Source: an optimization exercise on an open RTL-to-GDS flow (aim: small area, a short achievable clock period and few clock cycles). Production flows keep margins and buffers that such runs may drop.
Where RTL was checked, it was by simulation tests only, not by an equivalence proof against the original.
For runs 1 to 6, only the layout was checked, not whether the RTL still works.
No activity file was given, so power comes from the tool's default toggle rates.

<file path="flow/design.v">
package routing_pkg;
    localparam int WORD_W     = 32;
    localparam int WORD_BYTES = WORD_W / 8;
    localparam int HEADER_WORDS = 4;
    localparam int ENTRY_WORDS  = 6;
    localparam int HEADER_BYTES = HEADER_WORDS * WORD_BYTES;
    localparam int ENTRY_BYTES  = ENTRY_WORDS * WORD_BYTES;
    localparam logic [WORD_W-1:0] HOST_MAGIC   = 32'h484F5354;
    localparam logic [WORD_W-1:0] SWITCH_MAGIC = 32'h53574348;
    localparam int HOST_ENTRY_W = 144;
    localparam int PATH_ENTRY_W = 145;
endpackage
`timescale 1ns/100ps
import routing_pkg::*;
module routing_table_reader
#(
    parameter int ADDR_W      = 16,
    parameter int HOST_IDX_W  = 6,
    parameter int SWITCH_ID_W = 4
) (
    input  logic                    clk,
    input  logic                    rst_n,
    output logic [ADDR_W-1:0]       mem_addr,
    input  logic [WORD_W-1:0]       mem_data,
    input  logic                    load_req,
    output logic                    load_ack,
    output logic                    tables_valid,
    output logic                    parse_error,
    input  logic                    host_req,
    input  logic [HOST_IDX_W-1:0]   host_index,
    output logic                    host_ack,
    output logic                    host_found,
    output logic [HOST_ENTRY_W-1:0] host_entry,
    input  logic                    path_req,
    input  logic [SWITCH_ID_W-1:0]  src_switch,
    input  logic [SWITCH_ID_W-1:0]  dst_switch,
    output logic                    path_ack,
    output logic [PATH_ENTRY_W-1:0] path_entry
);
    localparam int HW = ADDR_W - 3;
    localparam logic [3:0] S_IDLE = 4'd0,
                           S_PA   = 4'd1,
                           S_RD   = 4'd2,
                           S_ACK  = 4'd3,
                           S_L1   = 4'd4,
                           S_L2   = 4'd5,
                           S_L3   = 4'd6,
                           S_L4   = 4'd7,
                           S_L5   = 4'd8,
                           S_L6   = 4'd9,
                           S_L7   = 4'd10;
    logic [3:0]    state;
    logic          sel_host;
    logic [2:0]    ph;
    logic [HW-1:0] ahi;
    logic          a0;
    logic [3:0]    s_nx;        
    logic          b_one0, b_two0, b_neg0, b_one1, b_two1, b_s3;
    logic          hc_big;      
    logic [5:0]    hc_lo;       
    logic [HW-1:0] pbase;       
    logic [HW-1:0] kmul;        
    logic          slot0;
    logic [31:0]   slot1, slot2, slot3, slot4;
    logic          found;
    logic [7:0]    host_base;
    logic [HW-1:0] row_off;
    logic [HW-1:0] mac;
    logic [HW-1:0] m_pp0, m_q1, m_pp1, m_pp2, m_s1, m_c1, m_s2, m_c2;
    assign found     = hc_big || (host_index < hc_lo);
    assign host_base = 8'd2 + 8'(host_index) * 8'd3;
    assign row_off   = pbase + HW'(dst_switch) * HW'(3);
    assign m_pp0 = (({HW{b_one0}} & kmul) | ({HW{b_two0}} & (kmul << 1))) ^ {HW{b_neg0}};
    assign m_q1  = (({HW{b_one1}} & kmul) | ({HW{b_two1}} & (kmul << 1))) ^ {HW{b_s3}};
    assign m_pp1 = {m_q1[HW-3:0], b_neg0, !b_neg0};
    assign m_pp2 = ({HW{b_s3}} & (kmul << 4)) | {{(HW-3){1'b0}}, b_s3, 2'b00};
    assign m_s1  = ahi ^ m_pp0 ^ m_pp1;
    assign m_c1  = ((ahi & m_pp0) | (ahi & m_pp1) | (m_pp0 & m_pp1)) << 1;
    assign m_s2  = m_s1 ^ m_c1 ^ m_pp2;
    assign m_c2  = ((m_s1 & m_c1) | (m_s1 & m_pp2) | (m_c1 & m_pp2)) << 1;
    assign mac   = m_s2 + m_c2;
    assign mem_addr = {ahi, a0, 2'b00};
    always_comb begin
        case (state)
            S_IDLE:       s_nx = src_switch;
            S_L2, S_L6:   s_nx = 4'd3;
            default:      s_nx = 4'd0;
        endcase
    end
    always_ff @(posedge clk) begin
        b_one0 <= s_nx[0];
        b_two0 <= s_nx[1] && !s_nx[0];
        b_neg0 <= s_nx[1];
        b_one1 <= s_nx[2] ^ s_nx[1];
        b_two1 <= (s_nx[2] == s_nx[1]) && (s_nx[3] != s_nx[2]);
        b_s3   <= s_nx[3];
    end
    always_ff @(posedge clk or negedge rst_n) begin
        if (!rst_n) begin
            state        <= S_IDLE;
            ahi          <= '0;
            a0           <= 1'b0;
            load_ack     <= 1'b0;
            tables_valid <= 1'b0;
            parse_error  <= 1'b0;
            host_ack     <= 1'b0;
            path_ack     <= 1'b0;
        end else begin
            case (state)
                S_IDLE: begin
                    if (load_req) begin
                        a0    <= 1'b1;
                        state <= S_L1;
                    end else if (host_req) begin
                        sel_host   <= 1'b1;
                        host_found <= found;
                        if (found) begin
                            ahi   <= HW'(host_base);
                            ph    <= 3'd1;
                            state <= S_RD;
                        end else begin
                            host_ack <= 1'b1;
                            state    <= S_ACK;
                        end
                    end else if (path_req) begin
                        sel_host <= 1'b0;
                        ahi      <= row_off;
                        state    <= S_PA;
                    end
                end
                S_PA: begin
                    ahi   <= mac;
                    ph    <= 3'd0;
                    state <= S_RD;
                end
                S_RD: begin
                    if (ph == 3'd5) begin
                        host_ack <= sel_host;
                        path_ack <= !sel_host;
                        state    <= S_ACK;
                    end else begin
                        ph       <= ph + 1'b1;
                        a0       <= !a0;
                        if (a0) ahi <= mac;
                    end
                end
                S_ACK: begin
                    if (!(load_ack && load_req) && !(host_ack && host_req)
                        && !(path_ack && path_req)) begin
                        load_ack <= 1'b0;
                        host_ack <= 1'b0;
                        path_ack <= 1'b0;
                        ahi      <= '0;
                        a0       <= 1'b0;
                        state    <= S_IDLE;
                    end
                end
                S_L1: begin
                    if (mem_data != HOST_MAGIC) begin
                        tables_valid <= 1'b0;
                        parse_error  <= 1'b1;
                        load_ack     <= 1'b1;
                        state        <= S_ACK;
                    end else begin
                        state <= S_L2;
                    end
                end
                S_L2: begin
                    ahi   <= HW'(1);
                    state <= S_L3;
                end
                S_L3: begin
                    ahi   <= mac;
                    a0    <= 1'b0;
                    state <= S_L4;
                end
                S_L4: begin
                    ahi   <= mac;
                    state <= S_L5;
                end
                S_L5: begin
                    tables_valid <= (mem_data == SWITCH_MAGIC);
                    parse_error  <= (mem_data != SWITCH_MAGIC);
                    load_ack     <= 1'b1;
                    state        <= S_L6;
                end
                S_L6: begin
                    if (!load_req) load_ack <= 1'b0;
                    ahi   <= HW'(2);
                    state <= S_L7;
                end
                S_L7: begin
                    if (!load_req) load_ack <= 1'b0;
                    ahi   <= '0;
                    state <= (load_ack && load_req) ? S_ACK : S_IDLE;
                end
                default: state <= S_IDLE;
            endcase
        end
    end
    always_ff @(posedge clk) begin
        if (state == S_L2) begin
            hc_big <= |mem_data[31:6];
            hc_lo  <= mem_data[5:0];
        end
        if (state == S_L5) begin
            pbase <= ahi;
        end
        if (state == S_L2 || state == S_L6) begin
            kmul <= mem_data[HW-1:0];
        end else if (state == S_L7) begin
            kmul <= mac;
        end
        if (state == S_RD) begin
            if (ph == 3'd1) slot0 <= mem_data[0];
            if (ph == 3'd2) slot1 <= mem_data;
            if (ph == 3'd3) slot2 <= mem_data;
            if (ph == 3'd4) slot3 <= mem_data;
            if (ph == 3'd5) slot4 <= mem_data;
        end
    end
    assign host_entry = {slot1, slot2, slot3[15:0], slot3[31:16],
                         slot4[7:0], slot4[15:8], slot4[23:16], slot4[31:24],
                         mem_data[7:0], mem_data[15:8]};
    assign path_entry = {slot0, slot1[15:0], slot1[31:16], slot2, slot3[15:0], slot3[31:16],
                         slot4[7:0], slot4[15:8], slot4[23:16], slot4[31:24],
                         mem_data[7:0], mem_data[15:8]};
endmodule
</file>
<file path="flow/flow/run.sh">
#!/bin/bash
# Standard synthesis, then the standard layout with plain buffers on the ports.
set -euo pipefail
bash standard.sh synth > synth.log 2>&1
export BUFFER_PORTS_ARGS="-buffer_cell sky130_fd_sc_hd__buf_1"
bash standard.sh finish > layout.log 2>&1
</file>
<file path="flow/standard.sh">
#!/bin/bash
# synth_recipe.tcl (not shown) runs the flow's synth.tcl, then flattens the netlist and writes it again
# the make line also repeats each setting of config.mk as NAME=value (left out here)
make -C /OpenROAD-flow-scripts/flow DESIGN_CONFIG=/design/flow/config.mk WORK_HOME=/design/flow/orfs CLKGATE_MAP_FILE= SYNTH_SCRIPT=/design/flow/synth_recipe.tcl "${@:-finish}"
</file>
<file path="flow/config.mk">
export PLATFORM = sky130hd
export DESIGN_NAME = routing_table_reader
export DESIGN_NICKNAME = routing_table_reader
export VERILOG_FILES = /design/flow/design.v
export SDC_FILE = /design/flow/constraint.sdc
export NUM_CORES = 4
export LEC_CHECK = 0
export CAP_MARGIN = 20
export CORE_MARGIN = 2
export CORE_UTILIZATION = 30
export SETUP_SLACK_MARGIN = 4.25
export SLEW_MARGIN = 20
export TNS_END_PERCENT = 10
</file>
<file path="flow/constraint.sdc">
create_clock -name core_clock -period 8.0 [get_ports {clk}]
set_input_delay 1.6000 -clock core_clock [delete_from_list [all_inputs] [get_ports {clk}]]
set_output_delay 1.6000 -clock core_clock [all_outputs]
set_load 0.01 [all_outputs]
</file>
==> summary.txt, run 1 <==
Count of fill cells added during filler insertion: 3477
Total buffers and inverters traversed by the critical path: 2
Slowest library cell on the worst path: sky130_fd_sc_hd__buf_1
Overall power of the completed layout: 4.37 mW
Die outline width: 192 um
Vias in the first global route: 6905
Library cell used as clock root buffer: sky130_fd_sc_hd__clkbuf_16
Outcome: finished clean
Global-route wire length before repair: 45.3 mm
Overflow left after global routing: 0
Minimum setup slack among reg-to-reg paths: 4190 ps
Clock tree sinks: 196
Leading register cell type out of synthesis: sky130_fd_sc_hd__edfxtp_1
Switching fraction of total power: 41.4%
Met2 Routed Length: 15.9 mm
Most Frequent Cell on Critical Path: sky130_fd_sc_hd__buf_1
Count of warnings emitted by yosys: 1
Area share of the leading cell type in the synthesized netlist: 47.4%
Top cells by area in the synthesized netlist: sky130_fd_sc_hd__edfxtp_1, sky130_fd_sc_hd__buf_4, sky130_fd_sc_hd__dfrtp_1
Power density relative to cell area: 368 nW/um2
DRT Wirelength: 32.0 mm
Design area: 11900 um2
Static power due to leakage: 4.21 nW
Worst VDD drop: 0.191 mV
Clock network fraction of design power: 19.9%
Uppermost layer routed: met4
Internal cell power: 2.56 mW
Total number of vias: 7275
Comb power frac: 42.3%
Maximum clock frequency: 0.252 GHz
Mean routed wirelength per cell: 20.6 um
EDFF count, synth: 167
Power spent charging and discharging nets: 1.81 mW
Pin count of the biggest net entering global routing: 33
Skew-Pair Late Insertion Delay: 460 ps
Commonest non-fill, non-tap cell in the layout: sky130_fd_sc_hd__buf_1
Number of endpoints with negative hold slack in the final report: 0
Antenna Violating Nets Remaining: 0
Kind of critical path: in -> out
Post-synthesis sequential area ratio: 54.0%
Stages on the worst setup path: 2
Clock tree buffer depth: 2
# diodes: 0
Minimum period implied by the final worst setup slack: 3970 ps
Ys async rst share: 11.7%
Seq pwr share: 37.7%
Detailed-route vias per instance: 4.67
Worst path top cell family by delay: buffers and inverters
Final worst setup slack: 4030 ps
Worst Hold Depth: 1
Die area: 36800 um2
Initial antenna violation count: 1
Final setup violation count: 0
Metal1 wirelength: 13.8 mm
Number of hold-repair buffers added at the cts stage: 0
Critical-path cell list: buf_1 > buf_1
Core region area: 34600 um2
Worst Hold Launch: sel_host$_SDFFCE_PP1P_
Startpoint of the worst-slack reg-to-reg timing path: kmul[4]$_DFFE_PP_
I/O Buffers: 359
Routability congestion estimate: 0.857
Aggregate negative setup slack: 0 ps
RSZ-0062 raised after global routing: true
Number of iterations in the first detailed-routing pass: 5
Starting density of the core: 30.5%
Cell variety after synth: 67
Total routing usage reported by global routing: 17.1%
Post-synthesis cell type with the largest combined area: sky130_fd_sc_hd__edfxtp_1
Measured slew at the worst slew-check pin: 1010 ps
Worst rel slew slack: 32.5%
Share of final-layout standard cells stronger than drive strength 1: 5.99%
Area growth syn-to-layout: 12.4%
Crit path largest cell delay: 550 ps
Startpoint types: input pin
DP HPWL: 25.1 mm
Die H: 192 um
Clock skew: 17.3 ps
Total number of H-tree levels: 4
Min-Delay Endpoint: path_ack$_DFFE_PN0P_
Clock-pin slew of the registers on the worst-case setup and hold paths: 70 ps
Highest-count cells in the layout ignoring fill and taps: sky130_fd_sc_hd__buf_1, sky130_fd_sc_hd__edfxtp_1, sky130_fd_sc_hd__nand2_1
Netlist area before placement: 10600 um2
Final Cycle Share: 49.7%
Type of the worst min-delay path: reg -> reg
Top fanout value on the critical path: 9
Layout net count: 1204
End of the worst register-to-register path: ahi[12]$_DFFE_PN0P_
Cell Area, Placed: 11300 um2
Register-to-Register Path Depth: 14
Critical Path Sink Type: output port
Total DRC errors in the routed layout: 0
Number of instances in the synthesized netlist: 888
FF+latch count, synth: 196
Arr. time, crit path: 2370 ps
Violation count after the first detailed-routing iteration: 567
Required time of the critical path: 6400 ps
Clock buffers created by TritonCTS: 17
Synth Area per Inst: 11.9 um2
Max-cap viol count: 0
Number of pins with negative max-slew slack in the final report: 0
Placement row count: 68
Minimum setup slack after placement: 3790 ps
Clock tree from TritonCTS: done
Number of placed I/O pins: 362
Met3 wire len: 1.98 mm
-- power groups by stage --
stage,clock network [mW],logic (mW),registers (mW)
3_3_place_gp,0,1.80,1.67
6_report,0.871,1.85,1.65
5_1_grt,0.924,2.08,1.67
4_1_cts,0.889,1.85,1.65
3_5_place_dp,0,1.83,1.67
2_1_floorplan,0,1.37,1.61
-- cell type report --
class / count / area, um2 / area share, %
Tap cell: 455 / 569 / 4.79
Inverter: 63 / 236 / 1.99
Sequential cell: 196 / 5720 / 48.1
Timing Repair Buffer: 367 / 1420 / 12.0
Clock inverter: 13 / 148 / 1.24
Clock buffer: 19 / 433 / 3.64
Multi-Input combinational cell: 444 / 3350 / 28.2
-- per-stage QoR --
stage / hold slack, ps / utilization, % / std cells
after floorplan: 436 / - / 889
after global placement: 450 / 32.4 / 1522
after detailed placement: 469 / 32.5 / 1523
after CTS: 470 / 34.3 / 1557
after global routing: 490 / 34.3 / 1557
final: 477 / 34.3 / 1557
-- metal layers --
layer | vias to the layer above | track usage (%)
met3 | 19 | 3.65
met1 | 3615 | 22.5
met5 | - | 0
li1 | 3348 | -
met2 | 293 | 28.7
met4 | 0 | 3.88
-- synth_stat cells, drive strengths merged (6+ instances only) --
cell and instances:
nor2b 7, nand3 6, dfrtp 23, a22oi 24, xnor2 39, xor2 10, buf 175, clkbuf 11
a21oi 33, a21o 10, o21ai 34, nand2 72, a221oi 6, nor2 45, fa 25, ha 39
dfxtp 6, inv 63, nor3 13, edfxtp 167, and3 7
-- how the worst max path moves through the flow --
stage | slack, ps | endpoint | start
floorplan | 4130 | ahi[9]$_DFFE_PN0P_ | dst_switch[0]
global placement | 3810 | ahi[12]$_DFFE_PN0P_ | dst_switch[1]
detailed placement | 3790 | ahi[12]$_DFFE_PN0P_ | dst_switch[2]
CTS | 4000 | host_entry[8] | mem_data[0]
global route | 3980 | ahi[12]$_DFFE_PN0P_ | kmul[2]$_DFFE_PP_
finish | 4030 | path_entry[14] | mem_data[6]
-- state kept, by name, indices dropped and copies added, names as in the netlist, 3 cells and up --
register,flops
ahi,13
hc_lo,6
kmul,13
pbase,13
ph,3
slot1,32
slot2,32
slot3,32
slot4,32
state,4
-- kinds of logic (layout without fill, tap and decap cells) --
group	after synthesis	in the layout	share of synthesized area [%]
buffers and inverters	249	462	14.7
DFF	196	196	54.0
and+or+nand+nor	182	182	8.54
AOI/OAI and AO/OA	140	140	8.57
adders and majority gates	64	64	9.35
xor gates and xnor gates	49	49	4.06
muxes	7	7	0.710
other	1	2	0.0355
-- repair_timing --
item	in CTS	in global routing
pin swaps	2	3
gates resized for setup	10	4
setup buffers	2	0
setup endpoints to repair	33	38
==> run 2: changes to the inputs <==
--- a/flow/config.mk
+++ b/flow/config.mk
@@ -8,6 +8,6 @@
 export CAP_MARGIN = 20
 export CORE_MARGIN = 2
 export CORE_UTILIZATION = 30
+export CTS_BUF_LIST = sky130_fd_sc_hd__clkbuf_8 sky130_fd_sc_hd__clkbuf_16
 export SETUP_SLACK_MARGIN = 4.25
 export SLEW_MARGIN = 20
-export TNS_END_PERCENT = 10
==> summary.txt, run 2 <==
Number of iterations in the first detailed-routing pass: 5
RSZ-0062 raised after global routing: true
Static power due to leakage: 4.38 nW
Number of placed I/O pins: 362
Placement row count: 68
Top fanout value on the critical path: 4
Total number of vias: 7388
Comb power frac: 44.1%
Cell variety after synth: 67
Worst VDD drop: 0.191 mV
Area growth syn-to-layout: 15.5%
Kind of critical path: reg -> reg
Total DRC errors in the routed layout: 0
Highest-count cells in the layout ignoring fill and taps: sky130_fd_sc_hd__buf_1, sky130_fd_sc_hd__edfxtp_1, sky130_fd_sc_hd__nand2_1
Startpoint types: flop
Ys async rst share: 11.7%
Top cells by area in the synthesized netlist: sky130_fd_sc_hd__edfxtp_1, sky130_fd_sc_hd__buf_4, sky130_fd_sc_hd__dfrtp_1
Leading register cell type out of synthesis: sky130_fd_sc_hd__edfxtp_1
Power density relative to cell area: 373 nW/um2
Post-synth top cells: sky130_fd_sc_hd__edfxtp_1, sky130_fd_sc_hd__buf_4, sky130_fd_sc_hd__nand2_1
I/O Buffers: 359
Type of the worst min-delay path: reg -> reg
Commonest non-fill, non-tap cell in the layout: sky130_fd_sc_hd__buf_1
Library cell used as clock root buffer: sky130_fd_sc_hd__clkbuf_16
EDFF count, synth: 167
Critical-path cell list: buf_6 > a22oi_2 > xnor2_2 > fa_1 > inv_2 > fa_1 > inv_2 > ha_4 > nor2b_4 > o31a_1 > o21ai_2 > o21ai_1 > xnor2_1 > o22ai_1 > mux2_4
Switching fraction of total power: 41.2%
Worst path top cell family by delay: adder cells
Met2 track demand over resource in global routing: 28.1%
Final setup violation count: 0
Clock tree from TritonCTS: done
Clock tree buffer depth: 2
Aggregate negative setup slack: 0 ps
Total routing usage reported by global routing: 16.8%
Detailed-route vias per instance: 4.70
Post-synthesis sequential area ratio: 54.0%
Crit path largest cell delay: 560 ps
Area share of the leading cell type in the synthesized netlist: 47.4%
Initial antenna violation count: 0
Clock skew: 13.9 ps
Clock buffers created by TritonCTS: 17
Seq pwr share: 36.1%
Maximum clock frequency: 0.268 GHz
Clock-pin slew of the registers on the worst-case setup and hold paths: 80 ps
Share of final-layout standard cells stronger than drive strength 1: 11.5%
Count of warnings emitted by yosys: 1
Clock network fraction of design power: 19.8%
Pin count of the biggest net entering global routing: 34
Max-cap viol count: 0
# diodes: 0
DRT Wirelength: 32.1 mm
Slowest library cell on the worst path: sky130_fd_sc_hd__fa_1
Most frequent cell after synthesis: sky130_fd_sc_hd__edfxtp_1
Critical Path Sink Type: flop
Number of endpoints with negative hold slack in the final report: 0
Hold slack: 469 ps
FF+latch count, synth: 196
Number of instances in the synthesized netlist: 888
Outcome: finished clean
Die outline width: 192 um
Internal cell power: 2.68 mW
Total number of H-tree levels: 4
Mean routed wirelength per cell: 20.4 um
Number of hold-repair buffers added at the cts stage: 0
Post-synthesis cell type with the largest combined area: sky130_fd_sc_hd__edfxtp_1
Final Cycle Share: 46.6%
Share of the core filled with cells: 35.3%
Arr. time, crit path: 4050 ps
Netlist area before placement: 10600 um2
Required time of the critical path: 8330 ps
Clock tree sinks: 196
Synth Area per Inst: 11.9 um2
Met3 usage in global routing: 3.33%
Power spent charging and discharging nets: 1.88 mW
Overflow left after global routing: 0
Die H: 192 um
Global-route wire length before repair: 44.8 mm
Measured slew at the worst slew-check pin: 1090 ps
Die area: 36800 um2
Starting density of the core: 30.5%
Vias in the first global route: 6812
Routability congestion estimate: 0.860
Minimum period implied by the final worst setup slack: 3730 ps
Number of pins with negative max-slew slack in the final report: 0
Most heavily used metal layer in global routing: met2
Layout net count: 1219
Met1 track demand over resource in global routing: 21.8%
DP HPWL: 24.4 mm
Skew-Pair Late Insertion Delay: 450 ps
Worst rel slew slack: 27.0%
Total buffers and inverters traversed by the critical path: 3
Core region area: 34600 um2
Violation count after the first detailed-routing iteration: 474
Antenna Violating Nets Remaining: 0
-- run 2: cell counts after synthesis --
Identical to the previous run, type by type.
-- run 2: worst paths after layout --
check	startpoint	slack (ps)	to	cells after the start
max	kmul[2]$_DFFE_PP_	4270	ahi[12]$_DFFE_PN0P_	15
min	sel_host$_SDFFCE_PP1P_	470	path_ack$_DFFE_PN0P_	1
max reg2reg	kmul[2]$_DFFE_PP_	4270	ahi[12]$_DFFE_PN0P_	15
min reg2reg	sel_host$_SDFFCE_PP1P_	470	path_ack$_DFFE_PN0P_	1
max in group asynchronous	rst_n	6600	ahi[4]$_DFFE_PN0P_	2
min in group asynchronous	rst_n	1140	ahi[9]$_DFFE_PN0P_	2
-- run 2: routing by layer --
layer / share of wire (%) / wire [um] / vias to the layer above
met4: 2.4 / 765 / 0
met1: 42 / 13500 / 3678
met3: 6.0 / 1910 / 37
li1: - / - / 3374
met5: 0 / 0 / -
met2: 50 / 15900 / 299
-- run 2: cell type report --
type                            instances  area (um2)
Clock inverter                         15         186
Tap cell                              455         569
Multi-Input combinational cell        444        3520
Fill cell                            3465       22400
Inverter                               63         236
Sequential cell                       196        5730
Clock buffer                           17         425
Timing Repair Buffer                  382        1560
-- run 2: stage by stage --
| step | setup slack, ps | cell area [um2] | cells | power [mW] |
|---|---|---|---|---|
| finish | 4270 | 12200 | 1572 | 4.56 |
| global route | 4080 | 12200 | 1572 | 4.86 |
| CTS | 4110 | 11900 | 1556 | 4.41 |
| detailed placement | 3710 | 11200 | 1522 | 3.49 |
| global placement | 3810 | 11200 | 1522 | 3.47 |
| floorplan | 4130 | 10600 | 889 | 2.98 |
-- run 2: what timing repair did --
item,in CTS,in global routing
pin swaps,0,28
setup buffers,2,15
gates resized for setup,25,43
cloned,0,0
setup endpoints to repair,39,13
hold endpoints to repair,0,0
-- run 2: power by group through the flow --
stage	clock network (mW)	registers, mW	logic [mW]
after floorplan	0	1.61	1.37
after global placement	0	1.66	1.81
after detailed placement	0	1.67	1.82
after CTS	0.924	1.64	1.85
after global routing	0.956	1.67	2.24
final	0.903	1.64	2.01
-- run 2: kinds of logic (layout without fill, tap and decap cells) --
family,count (synthesis),count (layout),share of synthesized area [%]
AOI/OAI and AO/OA,140,140,8.57
and+or+nand+nor,182,182,8.54
other,1,2,0.0355
DFF,196,196,54.0
muxes,7,7,0.710
adders and majority gates,64,64,9.35
xor gates and xnor gates,49,49,4.06
buffers and inverters,249,477,14.7
==> run 3: changes to the inputs <==
--- a/flow/config.mk
+++ b/flow/config.mk
@@ -8,6 +8,7 @@
 export CAP_MARGIN = 20
 export CORE_MARGIN = 2
 export CORE_UTILIZATION = 30
-export CTS_BUF_LIST = sky130_fd_sc_hd__clkbuf_8 sky130_fd_sc_hd__clkbuf_16
+export CTS_BUF_LIST = sky130_fd_sc_hd__clkbuf_8
+export CTS_CLUSTER_SIZE = 10
 export SETUP_SLACK_MARGIN = 4.25
 export SLEW_MARGIN = 20
==> summary.txt, run 3 <==
Type of the worst min-delay path: reg -> reg
Total number of H-tree levels: 4
Mux share of post-synthesis cell area: 0.710%
FF+latch count, synth: 196
Mean routed wirelength per cell: 20.5 um
Number of hold-repair buffers added at the cts stage: 0
Vias in the first global route: 6789
DP HPWL: 24.4 mm
Startpoint types: flop
Share of the synthesized netlist area taken by xor and xnor gates: 4.06%
Most frequent cell after synthesis: sky130_fd_sc_hd__edfxtp_1
Number of iterations in the first detailed-routing pass: 5
Power spent charging and discharging nets: 1.87 mW
Top fanout value on the critical path: 4
Synthesized-area fraction occupied by and/or/nand/nor cells: 8.54%
Switching fraction of total power: 42.7%
Complex-gate fraction of the synthesized area: 8.57%
Clock tree sinks: 196
Post-synthesis cell type with the largest combined area: sky130_fd_sc_hd__edfxtp_1
Total DRC errors in the routed layout: 0
Comb power frac: 46.4%
Initial antenna violation count: 0
Routability congestion estimate: 0.860
Number of pins with negative max-slew slack in the final report: 0
Pin count of the biggest net entering global routing: 34
Adder-cell area share of the yosys netlist: 9.35%
Worst VDD drop: 0.143 mV
Register-to-Register Path Depth: 15
Footprint of the multi-input gates: 3500 um2
Global-route wire length before repair: 44.7 mm
Clock skew: 30.0 ps
Detailed-route vias per instance: 4.70
Post-synth top cells: sky130_fd_sc_hd__edfxtp_1, sky130_fd_sc_hd__buf_4, sky130_fd_sc_hd__nand2_1
Maximum clock frequency: 0.268 GHz
Skew-Pair Late Insertion Delay: 520 ps
Violation count after the first detailed-routing iteration: 533
DRT Wirelength: 32.1 mm
Commonest non-fill, non-tap cell in the layout: sky130_fd_sc_hd__buf_1
Die H: 192 um
Overflow left after global routing: 0
Area share of the leading cell type in the synthesized netlist: 47.4%
Seq pwr share: 37.7%
Total number of vias: 7361
Share of final-layout standard cells stronger than drive strength 1: 10.5%
Clock buffers created by TritonCTS: 17
Count of fill cells added during filler insertion: 3487
Worst rel slew slack: 26.9%
Layout net count: 1213
Library cell used as clock root buffer: sky130_fd_sc_hd__clkbuf_8
Number of instances in the synthesized netlist: 888
Critical Path Sink Type: flop
Netlist area before placement: 10600 um2
Static power due to leakage: 4.26 nW
Arr. time, crit path: 4110 ps
Clock network fraction of design power: 15.9%
Post-synthesis sequential area ratio: 54.0%
Clock tree from TritonCTS: done
Measured slew at the worst slew-check pin: 1090 ps
Worst Hold Depth: 1
Highest-count cells in the layout ignoring fill and taps: sky130_fd_sc_hd__buf_1, sky130_fd_sc_hd__edfxtp_1, sky130_fd_sc_hd__nand2_1
Total routing usage reported by global routing: 16.8%
Die area: 36800 um2
Synth Area per Inst: 11.9 um2
Number of placed I/O pins: 362
RSZ-0062 raised after global routing: true
Area growth syn-to-layout: 13.2%
Antenna Violating Nets Remaining: 0
Die outline width: 192 um
Outcome: finished clean
Leading register cell type out of synthesis: sky130_fd_sc_hd__edfxtp_1
Number of endpoints with negative hold slack in the final report: 0
Clock tree buffer depth: 2
EDFF count, synth: 167
Ys async rst share: 11.7%
Kind of critical path: reg -> reg
Max-cap viol count: 0
Aggregate negative setup slack: 0 ps
Clock-pin slew of the registers on the worst-case setup and hold paths: 120 ps
Minimum period implied by the final worst setup slack: 3730 ps
Count of warnings emitted by yosys: 1
Required time of the critical path: 8380 ps
Power density relative to cell area: 365 nW/um2
Dominant combinational cell family by area after synthesis: buffers and inverters
Placement row count: 68
Cell Area, Placed: 11200 um2
Minimum setup slack among reg-to-reg paths: 4270 ps
Internal cell power: 2.50 mW
Final setup violation count: 0
I/O Buffers: 359
Top cells by area in the synthesized netlist: sky130_fd_sc_hd__edfxtp_1, sky130_fd_sc_hd__buf_4, sky130_fd_sc_hd__dfrtp_1
Design area: 12000 um2
Starting density of the core: 30.5%
# diodes: 0
Cell variety after synth: 67
Core region area: 34600 um2
Final Cycle Share: 46.6%
Register Area: 5730 um2
-- run 3: cell counts after synthesis --
Identical to the previous run, type by type.
-- run 3: final cells by class --
cell class,instances,area share [%]
clock inverters,15,1.56
inverters,63,1.98
repair buffers,376,12.6
well taps,455,4.76
multi-input cells,444,29.3
flip-flops and latches,196,47.9
clock buffers,17,1.96
-- run 3: worst max-delay path, stage by stage (launching register included) --
cell	delay, ps
sky130_fd_sc_hd__edfxtp_1	430
sky130_fd_sc_hd__buf_4	160
sky130_fd_sc_hd__a22oi_2	190
sky130_fd_sc_hd__xnor2_2	100
sky130_fd_sc_hd__fa_1	540
sky130_fd_sc_hd__inv_1	70
sky130_fd_sc_hd__fa_1	510
sky130_fd_sc_hd__inv_2	50
sky130_fd_sc_hd__ha_4	220
sky130_fd_sc_hd__nor2b_2	150
sky130_fd_sc_hd__o31a_1	320
sky130_fd_sc_hd__o21ai_2	150
sky130_fd_sc_hd__o21ai_1	90
sky130_fd_sc_hd__xnor2_1	240
sky130_fd_sc_hd__o22ai_1	110
sky130_fd_sc_hd__mux2_4	270
-- run 3: repair_timing --
item / 4_1_cts / 5_1_grt
resized for setup: 24 / 39
endpoints found under the setup margin: 39 / 13
buffers inserted: 2 / 9
endpoints found under the hold margin: 0 / 0
pin swaps: 0 / 18
-- run 3: cell families after synthesis --
family / Yosys count
muxes: 7
buffers and inverters: 249
and+or+nand+nor: 182
xor gates and xnor gates: 49
adders and majority gates: 64
AOI/OAI and AO/OA: 140
other: 1
DFF: 196
-- run 3: final timing paths --
check | startpoint | end
setup / recovery | kmul[4]$_DFFE_PP_ | ahi[12]$_DFFE_PN0P_
hold / removal | sel_host$_SDFFCE_PP1P_ | path_ack$_DFFE_PN0P_
setup reg to reg | kmul[4]$_DFFE_PP_ | ahi[12]$_DFFE_PN0P_
hold reg to reg | sel_host$_SDFFCE_PP1P_ | path_ack$_DFFE_PN0P_
max in group asynchronous | rst_n | ahi[4]$_DFFE_PN0P_
min in group asynchronous | rst_n | ahi[3]$_DFFE_PN0P_
-- run 3: power by group through the flow --
stage	sequential (mW)	clock (mW)	combinational [mW]
final	1.64	0.695	2.02
after global routing	1.67	0.747	2.25
after CTS	1.64	0.716	1.85
after detailed placement	1.67	0	1.82
after global placement	1.66	0	1.81
after floorplan	1.61	0	1.37
-- run 3: routing by layer --
| layer | vias up | part of all wire, % | track usage, % |
|---|---|---|---|
| met5 | - | 0 | 0 |
| met4 | 0 | 1.7 | 4.50 |
| met3 | 30 | 7.0 | 4.18 |
| met2 | 343 | 50 | 28.2 |
| met1 | 3623 | 42 | 21.6 |
| li1 | 3365 | - | - |
-- run 3: stage by stage --
step	total power, mW	setup slack (ps)	util, %	hold WS [ps]	cells
3_5_place_dp	3.49	3710	32.4	468	1522
2_1_floorplan	2.98	4130	-	436	889
4_1_cts	4.20	4110	33.8	476	1556
6_report	4.36	4270	34.6	477	1566
5_1_grt	4.67	4170	34.6	505	1566
3_3_place_gp	3.47	3810	32.4	449	1522
==> run 4: changes to the inputs <==
--- a/flow/design.v
+++ b/flow/design.v
@@ -66,6 +66,8 @@
     logic [7:0]    host_base;
     logic [HW-1:0] row_off;
     logic [HW-1:0] mac;
+    logic          ahi_mac;
+    logic [HW-1:0] ahi_oth;
     logic [HW-1:0] m_pp0, m_q1, m_pp1, m_pp2, m_s1, m_c1, m_s2, m_c2;
     assign found     = hc_big || (host_index < hc_lo);
     assign host_base = 8'd2 + 8'(host_index) * 8'd3;
@@ -95,10 +97,32 @@
         b_two1 <= (s_nx[2] == s_nx[1]) && (s_nx[3] != s_nx[2]);
         b_s3   <= s_nx[3];
     end
+    always_comb begin
+        ahi_mac = 1'b0;
+        ahi_oth = ahi;
+        case (state)
+            S_IDLE: begin
+                if (load_req)      ahi_oth = '0;
+                else if (host_req) ahi_oth = HW'(host_base);
+                else if (path_req) ahi_oth = row_off;
+            end
+            S_PA, S_L3, S_L4: ahi_mac = 1'b1;
+            S_RD:   ahi_mac = (ph != 3'd5) && a0;
+            S_ACK:  if (!(load_ack && load_req) && !(host_ack && host_req)
+                        && !(path_ack && path_req)) ahi_oth = '0;
+            S_L2:   ahi_oth = HW'(1);
+            S_L6:   ahi_oth = HW'(2);
+            S_L7:   ahi_oth = '0;
+            default: ;
+        endcase
+    end
+    always_ff @(posedge clk or negedge rst_n) begin
+        if (!rst_n) ahi <= '0;
+        else        ahi <= ahi_mac ? mac : ahi_oth;
+    end
     always_ff @(posedge clk or negedge rst_n) begin
         if (!rst_n) begin
             state        <= S_IDLE;
-            ahi          <= '0;
             a0           <= 1'b0;
             load_ack     <= 1'b0;
             tables_valid <= 1'b0;
@@ -115,7 +139,6 @@
                         sel_host   <= 1'b1;
                         host_found <= found;
                         if (found) begin
-                            ahi   <= HW'(host_base);
                             ph    <= 3'd1;
                             state <= S_RD;
                         end else begin
@@ -124,12 +147,10 @@
                         end
                     end else if (path_req) begin
                         sel_host <= 1'b0;
-                        ahi      <= row_off;
                         state    <= S_PA;
                     end
                 end
                 S_PA: begin
-                    ahi   <= mac;
                     ph    <= 3'd0;
                     state <= S_RD;
                 end
@@ -141,7 +162,6 @@
                     end else begin
                         ph       <= ph + 1'b1;
                         a0       <= !a0;
-                        if (a0) ahi <= mac;
                     end
                 end
                 S_ACK: begin
@@ -150,7 +170,6 @@
                         load_ack <= 1'b0;
                         host_ack <= 1'b0;
                         path_ack <= 1'b0;
-                        ahi      <= '0;
                         a0       <= 1'b0;
                         state    <= S_IDLE;
                     end
@@ -166,16 +185,13 @@
                     end
                 end
                 S_L2: begin
-                    ahi   <= HW'(1);
                     state <= S_L3;
                 end
                 S_L3: begin
-                    ahi   <= mac;
                     a0    <= 1'b0;
                     state <= S_L4;
                 end
                 S_L4: begin
-                    ahi   <= mac;
                     state <= S_L5;
                 end
                 S_L5: begin
@@ -186,12 +202,10 @@
                 end
                 S_L6: begin
                     if (!load_req) load_ack <= 1'b0;
-                    ahi   <= HW'(2);
                     state <= S_L7;
                 end
                 S_L7: begin
                     if (!load_req) load_ack <= 1'b0;
-                    ahi   <= '0;
                     state <= (load_ack && load_req) ? S_ACK : S_IDLE;
                 end
                 default: state <= S_IDLE;
--- a/flow/config.mk
+++ b/flow/config.mk
@@ -8,7 +8,5 @@
 export CAP_MARGIN = 20
 export CORE_MARGIN = 2
 export CORE_UTILIZATION = 30
-export CTS_BUF_LIST = sky130_fd_sc_hd__clkbuf_8
-export CTS_CLUSTER_SIZE = 10
 export SETUP_SLACK_MARGIN = 4.25
 export SLEW_MARGIN = 20
==> summary.txt, run 4 <==
Outcome: finished clean
Antenna Violating Nets Remaining: 0
Overflow left after global routing: 0
Total number of H-tree levels: 4
Aggregate negative setup slack: 0 ps
Mean routed wirelength per cell: 20.7 um
Maximum clock frequency: 0.269 GHz
Global-route wire length before repair: 45.8 mm
Hold slack: 522 ps
Most frequent cell after synthesis: sky130_fd_sc_hd__edfxtp_1
Layout net count: 1216
Number of iterations in the first detailed-routing pass: 5
Number of endpoints with negative hold slack in the final report: 0
Post-synthesis sequential area ratio: 53.6%
Power density relative to cell area: 414 nW/um2
Leading register cell type out of synthesis: sky130_fd_sc_hd__edfxtp_1
Count of warnings emitted by yosys: 1
Die area: 37000 um2
Required time of the critical path: 8200 ps
Worst VDD drop: 0.214 mV
Static power due to leakage: 4.38 nW
Commonest non-fill, non-tap cell in the layout: sky130_fd_sc_hd__buf_1
Clock tree sinks: 196
Met3 usage in global routing: 3.44%
Worst rel slew slack: 34.9%
Routability congestion estimate: 0.863
Area share of the leading cell type in the synthesized netlist: 47.1%
RSZ-0062 raised after global routing: true
# diodes: 0
Startpoint types: flop
Final Cycle Share: 46.5%
Power spent charging and discharging nets: 2.13 mW
Share of final-layout standard cells stronger than drive strength 1: 9.07%
Worst path top cell family by delay: adder cells
Clock buffers created by TritonCTS: 17
Die outline width: 192 um
Violation count after the first detailed-routing iteration: 545
Met1 track demand over resource in global routing: 22.3%
Clock network fraction of design power: 18.4%
Total buffers and inverters traversed by the critical path: 3
Critical-path cell list: buf_4 > a22oi_1 > xnor2_1 > fa_1 > inv_1 > fa_1 > inv_1 > ha_1 > nand2_1 > a21oi_1 > o221a_2 > xor2_2 > mux2_2
Met2 track demand over resource in global routing: 28.9%
Arr. time, crit path: 3920 ps
Clock tree from TritonCTS: done
DRT Wirelength: 32.6 mm
Starting density of the core: 30.2%
Total DRC errors in the routed layout: 0
Synth Area per Inst: 12.0 um2
Core region area: 35200 um2
Post-synth top cells: sky130_fd_sc_hd__edfxtp_1, sky130_fd_sc_hd__buf_4, sky130_fd_sc_hd__inv_1
Initial antenna violation count: 2
Die H: 192 um
Comb power frac: 48.3%
Highest-count cells in the layout ignoring fill and taps: sky130_fd_sc_hd__buf_1, sky130_fd_sc_hd__edfxtp_1, sky130_fd_sc_hd__inv_1
Seq pwr share: 33.3%
Netlist area before placement: 10600 um2
Area growth syn-to-layout: 14.0%
Post-synthesis cell type with the largest combined area: sky130_fd_sc_hd__edfxtp_1
Total routing usage reported by global routing: 17.2%
Clock tree buffer depth: 2
Placement row count: 69
Type of the worst min-delay path: reg -> reg
EDFF count, synth: 167
Critical Path Sink Type: flop
Switching fraction of total power: 42.4%
Pin count of the biggest net entering global routing: 37
Total number of vias: 7423
Number of pins with negative max-slew slack in the final report: 0
Vias in the first global route: 7014
Clock skew: 17.9 ps
Ys async rst share: 11.7%
Crit path largest cell delay: 530 ps
Number of instances in the synthesized netlist: 889
I/O Buffers: 359
Cell variety after synth: 67
Kind of critical path: reg -> reg
Detailed-route vias per instance: 4.71
Measured slew at the worst slew-check pin: 976 ps
DP HPWL: 25.0 mm
Max-cap viol count: 0
Minimum period implied by the final worst setup slack: 3720 ps
Clock-pin slew of the registers on the worst-case setup and hold paths: 80 ps
Library cell used as clock root buffer: sky130_fd_sc_hd__clkbuf_16
Skew-Pair Late Insertion Delay: 460 ps
Top fanout value on the critical path: 5
Most heavily used metal layer in global routing: met2
Top cells by area in the synthesized netlist: sky130_fd_sc_hd__edfxtp_1, sky130_fd_sc_hd__buf_4, sky130_fd_sc_hd__dfrtp_1
Final setup violation count: 0
Slowest library cell on the worst path: sky130_fd_sc_hd__fa_1
FF+latch count, synth: 196
Number of placed I/O pins: 362
Internal cell power: 2.90 mW
run 4: area by class of cell:
cell class | count | area, um2
sequential | 196 | 5720
tap | 461 | 577
clock buffer | 18 | 429
inverter | 63 | 236
multi-input combinational | 443 | 3460
fill | 3555 | 23100
clock inverter | 14 | 189
timing repair buffer | 380 | 1530
run 4: path summary, 6_finish.rpt:
check	startpoint	endpoint	slack, ps	cells after the start
worst min register to register	parse_error$_DFFE_PN0P_	parse_error$_DFFE_PN0P_	520	1
worst max-delay path	kmul[2]$_DFFE_PP_	kmul[11]$_DFFE_PP_	4280	13
min in group asynchronous	rst_n	ahi[12]$_DFFE_PN0P_	1210	2
max in group asynchronous	rst_n	a0$_DFFE_PN0P_	6500	2
worst min-delay path	parse_error$_DFFE_PN0P_	parse_error$_DFFE_PN0P_	520	1
worst max register to register	kmul[2]$_DFFE_PP_	kmul[11]$_DFFE_PP_	4280	13
run 4: kinds of logic after synthesis:
family	Yosys count	share of synthesized area (%)
other	1	0.0352
adders and majority gates	65	9.38
buffers and inverters	251	14.8
and+or+nand+nor	173	7.99
xor gates and xnor gates	49	4.17
muxes	11	1.08
DFF	196	53.6
AOI/OAI and AO/OA	143	8.95
run 4: power groups by stage:
stage | Combinational, mW | Clock (mW) | Sequential [mW]
final | 2.43 | 0.927 | 1.67
after global routing | 2.72 | 0.980 | 1.70
after CTS | 2.32 | 0.941 | 1.67
after detailed placement | 2.30 | 0 | 1.69
after global placement | 2.26 | 0 | 1.69
after floorplan | 1.74 | 0 | 1.59
run 4: layer usage:
| layer | up-vias | share of wire, % |
|---|---|---|
| met5 | - | 0.037 |
| met4 | 2 | 2.0 |
| met3 | 35 | 6.4 |
| met2 | 315 | 49 |
| met1 | 3687 | 42 |
| li1 | 3384 | - |
run 4: what timing repair did:
item                                    in CTS  in global routing
pin swaps                                    0                  5
hold buffers                                 0                  0
resized for setup                           14                 25
cloned                                       0                  0
buffers inserted                             1                  6
endpoints found under the setup margin      22                 20
run 4: per-stage QoR:
step	power [mW]	util, %	area (um2)	std cells	setup WS [ps]
floorplan	3.33	-	10700	890	4270
global placement	3.94	32.2	11400	1536	3920
detailed placement	3.99	32.2	11400	1536	3860
CTS	4.93	34.1	12000	1569	4170
global route	5.40	34.5	12100	1575	4180
finish	5.03	34.5	12100	1575	4280
==> run 5: changes to the inputs <==
--- a/flow/design.v
+++ b/flow/design.v
@@ -48,7 +48,8 @@
                            S_L4   = 4'd7,
                            S_L5   = 4'd8,
                            S_L6   = 4'd9,
-                           S_L7   = 4'd10;
+                           S_L7   = 4'd10,
+                           S_L8   = 4'd11;
     logic [3:0]    state;
     logic          sel_host;
     logic [2:0]    ph;
@@ -106,13 +107,13 @@
                 else if (host_req) ahi_oth = HW'(host_base);
                 else if (path_req) ahi_oth = row_off;
             end
-            S_PA, S_L3, S_L4: ahi_mac = 1'b1;
+            S_PA, S_L3, S_L4, S_L7: ahi_mac = 1'b1;
             S_RD:   ahi_mac = (ph != 3'd5) && a0;
             S_ACK:  if (!(load_ack && load_req) && !(host_ack && host_req)
                         && !(path_ack && path_req)) ahi_oth = '0;
             S_L2:   ahi_oth = HW'(1);
             S_L6:   ahi_oth = HW'(2);
-            S_L7:   ahi_oth = '0;
+            S_L8:   ahi_oth = '0;
             default: ;
         endcase
     end
@@ -206,6 +207,10 @@
                 end
                 S_L7: begin
                     if (!load_req) load_ack <= 1'b0;
+                    state <= S_L8;
+                end
+                S_L8: begin
+                    if (!load_req) load_ack <= 1'b0;
                     state <= (load_ack && load_req) ? S_ACK : S_IDLE;
                 end
                 default: state <= S_IDLE;
@@ -222,8 +227,8 @@
         end
         if (state == S_L2 || state == S_L6) begin
             kmul <= mem_data[HW-1:0];
-        end else if (state == S_L7) begin
-            kmul <= mac;
+        end else if (state == S_L8) begin
+            kmul <= ahi;
         end
         if (state == S_RD) begin
             if (ph == 3'd1) slot0 <= mem_data[0];
--- a/flow/config.mk
+++ b/flow/config.mk
@@ -8,5 +8,7 @@
 export CAP_MARGIN = 20
 export CORE_MARGIN = 2
 export CORE_UTILIZATION = 30
+export CTS_BUF_LIST = sky130_fd_sc_hd__clkbuf_8
+export CTS_CLUSTER_SIZE = 10
 export SETUP_SLACK_MARGIN = 4.25
 export SLEW_MARGIN = 20
==> summary.txt, run 5 <==
Final Cycle Share: 46.1%
Clock tree sinks: 196
Minimum setup slack after placement: 3930 ps
Aggregate negative setup slack: 0 ps
Total number of H-tree levels: 4
Detailed-route vias per instance: 4.73
Critical Path Sink Type: output port
Starting density of the core: 30.5%
Arr. time, crit path: 2090 ps
Worst rel slew slack: 37.2%
Critical-path cell list: buf_2 > buf_1
Core region area: 34500 um2
Clock skew: 18.9 ps
Antenna Violating Nets Remaining: 0
Total buffers and inverters traversed by the critical path: 2
Type of the worst min-delay path: reg -> reg
Total DRC errors in the routed layout: 0
Max-cap viol count: 0
Required time of the critical path: 6400 ps
Number of hold-repair buffers added at the cts stage: 0
Post-synthesis sequential area ratio: 54.2%
Global-route wire length before repair: 44.0 mm
Worst path top cell family by delay: buffers and inverters
Netlist area before placement: 10500 um2
Share of final-layout standard cells stronger than drive strength 1: 8.98%
Count of fill cells added during filler insertion: 3528
Die H: 191 um
Power density relative to cell area: 417 nW/um2
Stages on the worst setup path: 2
Clock tree buffer depth: 2
Vias in the first global route: 6757
Final setup violation count: 0
Minimum period implied by the final worst setup slack: 3690 ps
Number of pins with negative max-slew slack in the final report: 0
Final worst setup slack: 4310 ps
Slowest library cell on the worst path: sky130_fd_sc_hd__buf_2
Skew-Pair Late Insertion Delay: 520 ps
Layout net count: 1185
Clock tree from TritonCTS: done
Highest-count cells in the layout ignoring fill and taps: sky130_fd_sc_hd__buf_1, sky130_fd_sc_hd__edfxtp_1, sky130_fd_sc_hd__inv_1
Clock buffers created by TritonCTS: 17
Commonest non-fill, non-tap cell in the layout: sky130_fd_sc_hd__buf_1
Routability congestion estimate: 0.876
Count of warnings emitted by yosys: 1
Area growth syn-to-layout: 11.9%
Cell variety after synth: 60
Number of endpoints with negative hold slack in the final report: 0
Overflow left after global routing: 0
Ys async rst share: 11.7%
Clock-pin slew of the registers on the worst-case setup and hold paths: 120 ps
DP HPWL: 24.3 mm
Die outline width: 191 um
Top fanout value on the critical path: 9
Initial antenna violation count: 2
I/O Buffers: 359
Kind of critical path: in -> out
Worst VDD drop: 0.228 mV
Measured slew at the worst slew-check pin: 942 ps
Top cells by area in the synthesized netlist: sky130_fd_sc_hd__edfxtp_1, sky130_fd_sc_hd__buf_4, sky130_fd_sc_hd__dfrtp_1
Violation count after the first detailed-routing iteration: 399
FF+latch count, synth: 196
Startpoint types: input pin
Register-to-Register Path Depth: 14
Footprint of the multi-input gates: 3350 um2
Post-synthesis cell type with the largest combined area: sky130_fd_sc_hd__edfxtp_1
Number of iterations in the first detailed-routing pass: 5
Die area: 36600 um2
RSZ-0062 raised after global routing: true
Pin count of the biggest net entering global routing: 35
Static power due to leakage: 4.21 nW
Post-synth top cells: sky130_fd_sc_hd__edfxtp_1, sky130_fd_sc_hd__buf_4, sky130_fd_sc_hd__inv_1
Worst Hold Depth: 1
Area share of the leading cell type in the synthesized netlist: 47.6%
Outcome: finished clean
Total routing usage reported by global routing: 16.7%
Crit path largest cell delay: 270 ps
Most frequent cell after synthesis: sky130_fd_sc_hd__edfxtp_1
Mean routed wirelength per cell: 20.4 um
Library cell used as clock root buffer: sky130_fd_sc_hd__clkbuf_8
Number of instances in the synthesized netlist: 860
Maximum clock frequency: 0.271 GHz
EDFF count, synth: 167
Synth Area per Inst: 12.3 um2
DRT Wirelength: 31.3 mm
Total number of vias: 7267
Leading register cell type out of synthesis: sky130_fd_sc_hd__edfxtp_1
Register Area: 5720 um2
Number of placed I/O pins: 362
Placement row count: 68
run 5: changes by cell type after synthesis, moves of 7 or more:
| cell | change |
|---|---|
| sky130_fd_sc_hd__nand2_1 | -19 |
| sky130_fd_sc_hd__nor2_1 | -9 |
| sky130_fd_sc_hd__o21ai_0 | +8 |
| sky130_fd_sc_hd__mux2_2 | +7 |
run 5: cells by family after synthesis:
group	Yosys count	synth area share (%)
muxes	17	1.75
and+or+nand+nor	144	6.87
xor gates and xnor gates	48	3.99
other	1	0.0356
AOI/OAI and AO/OA	139	8.72
adders and majority gates	67	9.74
DFF	196	54.2
buffers and inverters	248	14.7
run 5: worst paths after layout:
check	end	slack [ps]	startpoint
max	host_entry[14]	4310	mem_data[6]
min	tables_valid$_DFFE_PN0P_	500	tables_valid$_DFFE_PN0P_
max reg2reg	ahi[7]$_DFFE_PN0P_	4410	kmul[4]$_DFFE_PP_
min reg2reg	tables_valid$_DFFE_PN0P_	500	tables_valid$_DFFE_PN0P_
max in group asynchronous	ahi[12]$_DFFE_PN0P_	6640	rst_n
min in group asynchronous	ahi[1]$_DFFE_PN0P_	1080	rst_n
run 5: what timing repair did:
item | 4_1_cts | 5_1_grt
setup endpoints to repair | 28 | 9
setup buffers | 0 | 8
pin swaps | 0 | 6
resized for setup | 16 | 16
run 5: metrics by stage:
step / instance area, um2 / power (mW) / hold slack, ps / util [%] / instances
3_3_place_gp: 11200 / 4.12 / 464 / 32.4 / 1494
2_1_floorplan: 10600 / 3.52 / 439 / - / 861
3_5_place_dp: 11200 / 4.14 / 473 / 32.5 / 1495
4_1_cts: 11700 / 4.85 / 501 / 33.8 / 1527
6_report: 11800 / 4.92 / 497 / 34.1 / 1537
5_1_grt: 11800 / 5.36 / 525 / 34.1 / 1536
run 5: cell type report:
class	instances	area share (%)
multi-input combinational	417	28.4
antenna	2	0.0424
clock inverter	15	1.65
timing repair buffer	370	12.5
sequential	196	48.5
inverter	65	2.07
clock buffer	17	1.98
tap	455	4.83
run 5: metal layers:
layer  GRT usage, %  share of wire (%)  up-vias
met1           21.5                 43     3619
met2           28.0                 49      327
met3           4.33                6.7       29
met4           3.67                1.4        0
met5              0                  0        -
li1               -                  -     3292
run 5: power by group:
part / total [mW] / switching [mW] / internal [mW]
sequential: 1.58 / 0.240 / 1.34
clock: 0.678 / 0.431 / 0.247
combinational: 2.66 / 1.53 / 1.13
total: 4.92 / 2.20 / 2.72
==> run 6: changes to the inputs <==
--- a/flow/config.mk
+++ b/flow/config.mk
@@ -8,7 +8,5 @@
 export CAP_MARGIN = 20
 export CORE_MARGIN = 2
 export CORE_UTILIZATION = 30
-export CTS_BUF_LIST = sky130_fd_sc_hd__clkbuf_8
-export CTS_CLUSTER_SIZE = 10
 export SETUP_SLACK_MARGIN = 4.25
 export SLEW_MARGIN = 20
==> summary.txt, run 6 <==
Minimum period implied by the final worst setup slack: 3710 ps
Crit path largest cell delay: 300 ps
Clock-pin slew of the registers on the worst-case setup and hold paths: 80 ps
Final setup violation count: 0
Count of warnings emitted by yosys: 1
Total buffers and inverters traversed by the critical path: 2
Final worst setup slack: 4290 ps
Required time of the critical path: 6400 ps
Worst Setup EP: host_entry[8]
Detailed-route vias per instance: 4.68
Internal cell power: 2.91 mW
Critical Path Sink Type: output port
Area growth syn-to-layout: 13.8%
Skew-Pair Late Insertion Delay: 470 ps
DP HPWL: 24.3 mm
Die outline width: 191 um
Overflow left after global routing: 0
Startpoint types: input pin
Number of iterations in the first detailed-routing pass: 5
End of the worst register-to-register path: ahi[7]$_DFFE_PN0P_
Minimum setup slack after placement: 3930 ps
DRT Wirelength: 31.4 mm
Final Cycle Share: 46.4%
Slowest library cell on the worst path: sky130_fd_sc_hd__buf_2
Clock skew: 13.9 ps
Switching fraction of total power: 43.4%
Maximum clock frequency: 0.269 GHz
Launching instance or port of the critical path: mem_data[0]
EDFF count, synth: 167
Arr. time, crit path: 2110 ps
Ys async rst share: 11.7%
Post-synthesis cell type with the largest combined area: sky130_fd_sc_hd__edfxtp_1
Max-cap viol count: 0
Worst rel slew slack: 36.9%
Register-to-Register Path Depth: 14
Highest-count cells in the layout ignoring fill and taps: sky130_fd_sc_hd__buf_1, sky130_fd_sc_hd__edfxtp_1, sky130_fd_sc_hd__inv_1
Type of the worst min-delay path: reg -> reg
Number of endpoints with negative hold slack in the final report: 0
Measured slew at the worst slew-check pin: 946 ps
Area share of the leading cell type in the synthesized netlist: 47.6%
Global-route wire length before repair: 44.0 mm
Post-synthesis sequential area ratio: 54.2%
Comb power frac: 51.9%
Clock tree sinks: 196
Number of placed I/O pins: 362
Commonest non-fill, non-tap cell in the layout: sky130_fd_sc_hd__buf_1
Vias in the first global route: 6731
Total number of H-tree levels: 4
Die H: 191 um
Static power due to leakage: 4.30 nW
Top fanout value on the critical path: 10
Stages on the worst setup path: 2
Synth Area per Inst: 12.3 um2
Antenna Violating Nets Remaining: 0
Violation count after the first detailed-routing iteration: 395
Power density relative to cell area: 429 nW/um2
Placement row count: 68
Library cell used as clock root buffer: sky130_fd_sc_hd__clkbuf_16
Top cells by area in the synthesized netlist: sky130_fd_sc_hd__edfxtp_1, sky130_fd_sc_hd__buf_4, sky130_fd_sc_hd__dfrtp_1
Pin count of the biggest net entering global routing: 35
Number of hold-repair buffers added at the cts stage: 0
Die area: 36600 um2
Startpoint of the worst-slack reg-to-reg timing path: kmul[4]$_DFFE_PP_
Most frequent cell after synthesis: sky130_fd_sc_hd__edfxtp_1
Initial antenna violation count: 2
Netlist area before placement: 10500 um2
Kind of critical path: in -> out
Worst path top cell family by delay: buffers and inverters
Power spent charging and discharging nets: 2.23 mW
Post-synth top cells: sky130_fd_sc_hd__edfxtp_1, sky130_fd_sc_hd__buf_4, sky130_fd_sc_hd__inv_1
Cell variety after synth: 60
RSZ-0062 raised after global routing: true
FF+latch count, synth: 196
Worst VDD drop: 0.228 mV
Outcome: finished clean
Seq pwr share: 30.8%
Critical-path cell list: buf_2 > buf_1
Number of pins with negative max-slew slack in the final report: 0
Clock buffers created by TritonCTS: 17
Minimum setup slack among reg-to-reg paths: 4440 ps
Routability congestion estimate: 0.876
Number of instances in the synthesized netlist: 860
Clock tree buffer depth: 2
Leading register cell type out of synthesis: sky130_fd_sc_hd__edfxtp_1
Core region area: 34500 um2
Total routing usage reported by global routing: 16.6%
Starting density of the core: 30.5%
Total number of vias: 7194
Layout net count: 1185
Clock network fraction of design power: 17.3%
Share of final-layout standard cells stronger than drive strength 1: 8.98%
Total DRC errors in the routed layout: 0
Aggregate negative setup slack: 0 ps
I/O Buffers: 359
Clock tree from TritonCTS: done
Mean routed wirelength per cell: 20.4 um
[run 6: through the flow]
stage / util (%) / power [mW] / cells / instance area [um2] / hold WS (ps)
final: 34.7 / 5.14 / 1537 / 12000 / 488
after global routing: 34.7 / 5.57 / 1536 / 12000 / 515
after detailed placement: 32.5 / 4.14 / 1495 / 11200 / 473
after global placement: 32.4 / 4.12 / 1494 / 11200 / 464
after floorplan: - / 3.52 / 861 / 10600 / 439
after CTS: 34.4 / 5.06 / 1527 / 11900 / 492
[run 6: what timing repair did]
action,CTS,global route
buffers inserted,0,8
endpoints found under the setup margin,27,9
cloned,0,0
resized for setup,16,16
pin swaps,0,6
endpoints found under the hold margin,0,0
[run 6: worst min-delay path by stage]
stage / startpoint / cells after the start / end
final: tables_valid$_DFFE_PN0P_ / 1 / tables_valid$_DFFE_PN0P_
after global routing: tables_valid$_DFFE_PN0P_ / 1 / tables_valid$_DFFE_PN0P_
after CTS: tables_valid$_DFFE_PN0P_ / 1 / tables_valid$_DFFE_PN0P_
after detailed placement: tables_valid$_DFFE_PN0P_ / 1 / tables_valid$_DFFE_PN0P_
after global placement: tables_valid$_DFFE_PN0P_ / 1 / tables_valid$_DFFE_PN0P_
after floorplan: sel_host$_SDFFCE_PP1P_ / 1 / path_ack$_DFFE_PN0P_
[run 6: cell families after synthesis]
kind of cell	Yosys count	synth area share, %
simple gates	144	6.87
mux	17	1.75
other cells	1	0.0356
fa+ha+maj	67	9.74
buf+inv	248	14.7
compound gates	139	8.72
flops	196	54.2
xor+xnor	48	3.99
[run 6: cell type report]
class | instances | area (um2)
sequential | 196 | 5720
multi-input combinational | 417 | 3350
timing repair buffer | 370 | 1470
tap | 455 | 569
clock inverter | 15 | 195
inverter | 65 | 244
antenna | 2 | 5.00
clock buffer | 17 | 425
fill | 3502 | 22600
[run 6: power by group through the flow]
stage | clock network (mW) | logic, mW | registers [mW]
6_report | 0.888 | 2.67 | 1.58
5_1_grt | 0.944 | 3.02 | 1.61
4_1_cts | 0.904 | 2.57 | 1.59
3_5_place_dp | 0 | 2.54 | 1.61
3_3_place_gp | 0 | 2.52 | 1.60
2_1_floorplan | 0 | 2.00 | 1.52
[run 6: routing by layer]
layer / up-vias / part of all wire [%] / routed length (um) / track usage [%]
met3: 20 / 6.3 / 1970 / 3.51
met1: 3596 / 43 / 13600 / 21.7
li1: 3293 / - / - / -
met5: - / 0 / 0 / 0
met2: 285 / 49 / 15500 / 27.9
met4: 0 / 1.2 / 363 / 4.56
==> run 7: changes to the inputs <==
--- a/flow/design.v
+++ b/flow/design.v
@@ -62,7 +62,8 @@
     logic [HW-1:0] pbase;       
     logic [HW-1:0] kmul;        
     logic          slot0;
-    logic [31:0]   slot1, slot2, slot3, slot4;
+    logic [31:0]   slot_a, slot_b, slot_c;
+    logic [15:0]   slot_d;
     logic          found;
     logic [7:0]    host_base;
     logic [HW-1:0] row_off;
@@ -71,7 +72,7 @@
     logic [HW-1:0] ahi_oth;
     logic [HW-1:0] m_pp0, m_q1, m_pp1, m_pp2, m_s1, m_c1, m_s2, m_c2;
     assign found     = hc_big || (host_index < hc_lo);
-    assign host_base = 8'd2 + 8'(host_index) * 8'd3;
+    assign host_base = 8'(host_index) * 8'd3 + ((state == S_IDLE) ? 8'd4 : 8'd2);
     assign row_off   = pbase + HW'(dst_switch) * HW'(3);
     assign m_pp0 = (({HW{b_one0}} & kmul) | ({HW{b_two0}} & (kmul << 1))) ^ {HW{b_neg0}};
     assign m_q1  = (({HW{b_one1}} & kmul) | ({HW{b_two1}} & (kmul << 1))) ^ {HW{b_s3}};
@@ -108,7 +109,10 @@
                 else if (path_req) ahi_oth = row_off;
             end
             S_PA, S_L3, S_L4, S_L7: ahi_mac = 1'b1;
-            S_RD:   ahi_mac = (ph != 3'd5) && a0;
+            S_RD: begin
+                ahi_mac = sel_host ? (ph == 3'd3) : (ph == 3'd1 || ph == 3'd3);
+                if (sel_host && ph == 3'd1) ahi_oth = HW'(host_base);
+            end
             S_ACK:  if (!(load_ack && load_req) && !(host_ack && host_req)
                         && !(path_ack && path_req)) ahi_oth = '0;
             S_L2:   ahi_oth = HW'(1);
@@ -162,7 +166,7 @@
                         state    <= S_ACK;
                     end else begin
                         ph       <= ph + 1'b1;
-                        a0       <= !a0;
+                        if (!(sel_host ? (ph == 3'd1) : (ph == 3'd3))) a0 <= !a0;
                     end
                 end
                 S_ACK: begin
@@ -232,16 +236,16 @@
         end
         if (state == S_RD) begin
             if (ph == 3'd1) slot0 <= mem_data[0];
-            if (ph == 3'd2) slot1 <= mem_data;
-            if (ph == 3'd3) slot2 <= mem_data;
-            if (ph == 3'd4) slot3 <= mem_data;
-            if (ph == 3'd5) slot4 <= mem_data;
-        end
-    end
-    assign host_entry = {slot1, slot2, slot3[15:0], slot3[31:16],
-                         slot4[7:0], slot4[15:8], slot4[23:16], slot4[31:24],
-                         mem_data[7:0], mem_data[15:8]};
-    assign path_entry = {slot0, slot1[15:0], slot1[31:16], slot2, slot3[15:0], slot3[31:16],
-                         slot4[7:0], slot4[15:8], slot4[23:16], slot4[31:24],
-                         mem_data[7:0], mem_data[15:8]};
+            if (sel_host ? (ph == 3'd3) : (ph == 3'd2)) slot_a <= mem_data;
+            if (sel_host ? (ph == 3'd4) : (ph == 3'd3)) slot_b <= mem_data;
+            if (sel_host ? (ph == 3'd5) : (ph == 3'd4)) slot_c <= mem_data;
+            if (sel_host ? (ph == 3'd2) : (ph == 3'd5)) slot_d <= mem_data[15:0];
+        end
+    end
+    assign host_entry = {slot_a, slot_b, slot_c[15:0], slot_c[31:16],
+                         mem_data[7:0], mem_data[15:8], mem_data[23:16], mem_data[31:24],
+                         slot_d[7:0], slot_d[15:8]};
+    assign path_entry = {slot0, slot_a[15:0], slot_a[31:16], slot_b, slot_c[15:0], slot_c[31:16],
+                         mem_data[7:0], mem_data[15:8], mem_data[23:16], mem_data[31:24],
+                         slot_d[7:0], slot_d[15:8]};
 endmodule
--- a/flow/config.mk
+++ b/flow/config.mk
@@ -8,5 +8,8 @@
 export CAP_MARGIN = 20
 export CORE_MARGIN = 2
 export CORE_UTILIZATION = 30
+export CTS_BUF_LIST = sky130_fd_sc_hd__clkbuf_8
+export CTS_CLUSTER_DIAMETER = 40
+export CTS_CLUSTER_SIZE = 8
 export SETUP_SLACK_MARGIN = 4.25
 export SLEW_MARGIN = 20
==> summary.txt, run 7 <==
Outcome: finished clean
Clock tree sinks: 180
Number of placed I/O pins: 362
Worst path top cell family by delay: buffers and inverters
Clock tree from TritonCTS: done
Total number of H-tree levels: 4
Routability congestion estimate: 0.892
Vias in the first global route: 6891
Clock buffers created by TritonCTS: 17
Antenna Violating Nets Remaining: 0
Final setup violation count: 0
Most frequent cell after synthesis: sky130_fd_sc_hd__buf_4
Required time of the critical path: 6400 ps
Area share of the leading cell type in the synthesized netlist: 43.7%
Top Registers: slot_a (32), slot_b (32), slot_c (32)
Mean routed wirelength per cell: 19.8 um
Total number of vias: 7386
Die H: 190 um
DRT Wirelength: 30.7 mm
Die area: 36100 um2
Clock tree buffer depth: 2
Maximum clock frequency: 0.269 GHz
Measured slew at the worst slew-check pin: 1030 ps
Startpoint types: input pin
Detailed-route vias per instance: 4.76
Netlist area before placement: 10400 um2
Power density relative to cell area: 426 nW/um2
Hold slack: 502 ps
Initial antenna violation count: 2
Footprint of the multi-input gates: 3540 um2
Highest-count cells in the layout ignoring fill and taps: sky130_fd_sc_hd__buf_1, sky130_fd_sc_hd__edfxtp_1, sky130_fd_sc_hd__nand2_1
Post-synthesis sequential area ratio: 50.4%
Critical Path Sink Type: output port
Commonest non-fill, non-tap cell in the layout: sky130_fd_sc_hd__buf_1
Area growth syn-to-layout: 10.1%
Global-route wire length before repair: 44.3 mm
Top fanout value on the critical path: 7
Critical-path cell list: buf_1 > buf_1
Placement row count: 68
Cell Area, Placed: 10900 um2
# diodes: 0
Final Cycle Share: 46.4%
Ys async rst share: 12.8%
Total buffers and inverters traversed by the critical path: 2
Crit path largest cell delay: 320 ps
Clock skew: 25.3 ps
Slowest library cell on the worst path: sky130_fd_sc_hd__buf_1
Number of hold-repair buffers added at the cts stage: 0
RSZ-0062 raised after global routing: true
Skew-Pair Late Insertion Delay: 460 ps
Total DRC errors in the routed layout: 0
Minimum period implied by the final worst setup slack: 3710 ps
Worst rel slew slack: 31.0%
FF+latch count, synth: 180
Design area: 11400 um2
Library cell used as clock root buffer: sky130_fd_sc_hd__clkbuf_8
EDFF count, synth: 151
Cell variety after synth: 62
Clock-pin slew of the registers on the worst-case setup and hold paths: 100 ps
Count of fill cells added during filler insertion: 3506
Pin count of the biggest net entering global routing: 33
Layout net count: 1202
Die outline width: 190 um
Overflow left after global routing: 0
Most Frequent Cell on Critical Path: sky130_fd_sc_hd__buf_1
Top cells by area in the synthesized netlist: sky130_fd_sc_hd__edfxtp_1, sky130_fd_sc_hd__buf_4, sky130_fd_sc_hd__dfrtp_1
Number of pins with negative max-slew slack in the final report: 0
Post-synthesis cell type with the largest combined area: sky130_fd_sc_hd__edfxtp_1
Register Area: 5240 um2
Worst VDD drop: 0.236 mV
Post-synth top cells: sky130_fd_sc_hd__buf_4, sky130_fd_sc_hd__edfxtp_1, sky130_fd_sc_hd__nand2_1
Share of final-layout standard cells stronger than drive strength 1: 8.11%
Starting density of the core: 30.2%
I/O Buffers: 359
Arr. time, crit path: 2110 ps
Synth Area per Inst: 11.5 um2
Kind of critical path: in -> out
Static power due to leakage: 4.15 nW
Number of endpoints with negative hold slack in the final report: 0
Count of warnings emitted by yosys: 1
DP HPWL: 23.8 mm
Number of instances in the synthesized netlist: 901
Aggregate negative setup slack: 0 ps
Total routing usage reported by global routing: 16.6%
Violation count after the first detailed-routing iteration: 538
Leading register cell type out of synthesis: sky130_fd_sc_hd__edfxtp_1
Share of the core filled with cells: 33.3%
Type of the worst min-delay path: reg -> reg
Max-cap viol count: 0
Core region area: 34300 um2
Number of iterations in the first detailed-routing pass: 5
## run 7: report_power, final
| part | internal (mW) | switching [mW] | total, mW |
|---|---|---|---|
| combinational | 1.11 | 1.63 | 2.74 |
| sequential | 1.23 | 0.252 | 1.48 |
| clock | 0.241 | 0.407 | 0.648 |
| total | 2.58 | 2.29 | 4.87 |
## run 7: cells by family after synthesis
kind of cell             count (synthesis)  share of synthesized area (%)
XOR/XNOR                                44                           3.72
flip-flops                             180                           50.4
multiplexers                             7                          0.712
AO/OA/AOI/OAI                          158                           10.4
adder cells (fa/ha/maj)                 67                           10.0
AND/OR/NAND/NOR                        182                           8.59
buffers and inverters                  262                           16.1
other                                    1                         0.0362
## run 7: what timing repair did
item	4_1_cts	5_1_grt
gates cloned	0	0
gates resized for setup	19	12
setup endpoints to repair	30	15
buffers inserted	0	1
## run 7: per-layer routing
layer / vias up / share of wire (%) / GRT usage (%)
li1: 3365 / - / -
met1: 3668 / 42 / 22.0
met2: 320 / 49 / 27.9
met3: 29 / 5.9 / 2.71
met4: 4 / 2.2 / 5.22
met5: - / 0.078 / 0
## run 7: stage by stage
step	power (mW)	setup WS [ps]	cells
5_1_grt	5.34	4190	1552
2_1_floorplan	3.52	4280	902
4_1_cts	4.87	4250	1551
3_5_place_dp	4.17	3900	1519
3_3_place_gp	4.15	3960	1519
6_report	4.87	4290	1552
## run 7: path summary, 6_finish.rpt
path	from	end	slack (ps)	cells after the start
min in group asynchronous	rst_n	path_ack$_DFFE_PN0P_	1110	2
setup / recovery	mem_data[17]	path_entry[25]	4290	2
hold reg to reg	tables_valid$_DFFE_PN0P_	tables_valid$_DFFE_PN0P_	500	1
setup reg to reg	kmul[2]$_DFFE_PP_	ahi[12]$_DFFE_PN0P_	4380	13
max in group asynchronous	rst_n	ahi[4]$_DFFE_PN0P_	6610	2
hold / removal	tables_valid$_DFFE_PN0P_	tables_valid$_DFFE_PN0P_	500	1
## run 7: layout make-up
cell class,instances,share of cell area [%]
Inverter,58,1.91
Clock buffer,17,2.05
Tap cell,455,4.98
Multi-Input combinational cell,460,31.0
Sequential cell,180,45.9
Clock inverter,15,1.67
Timing Repair Buffer,367,12.5
Testbench counts of run 7, summed over its fixed seeds: cycles 7,945.
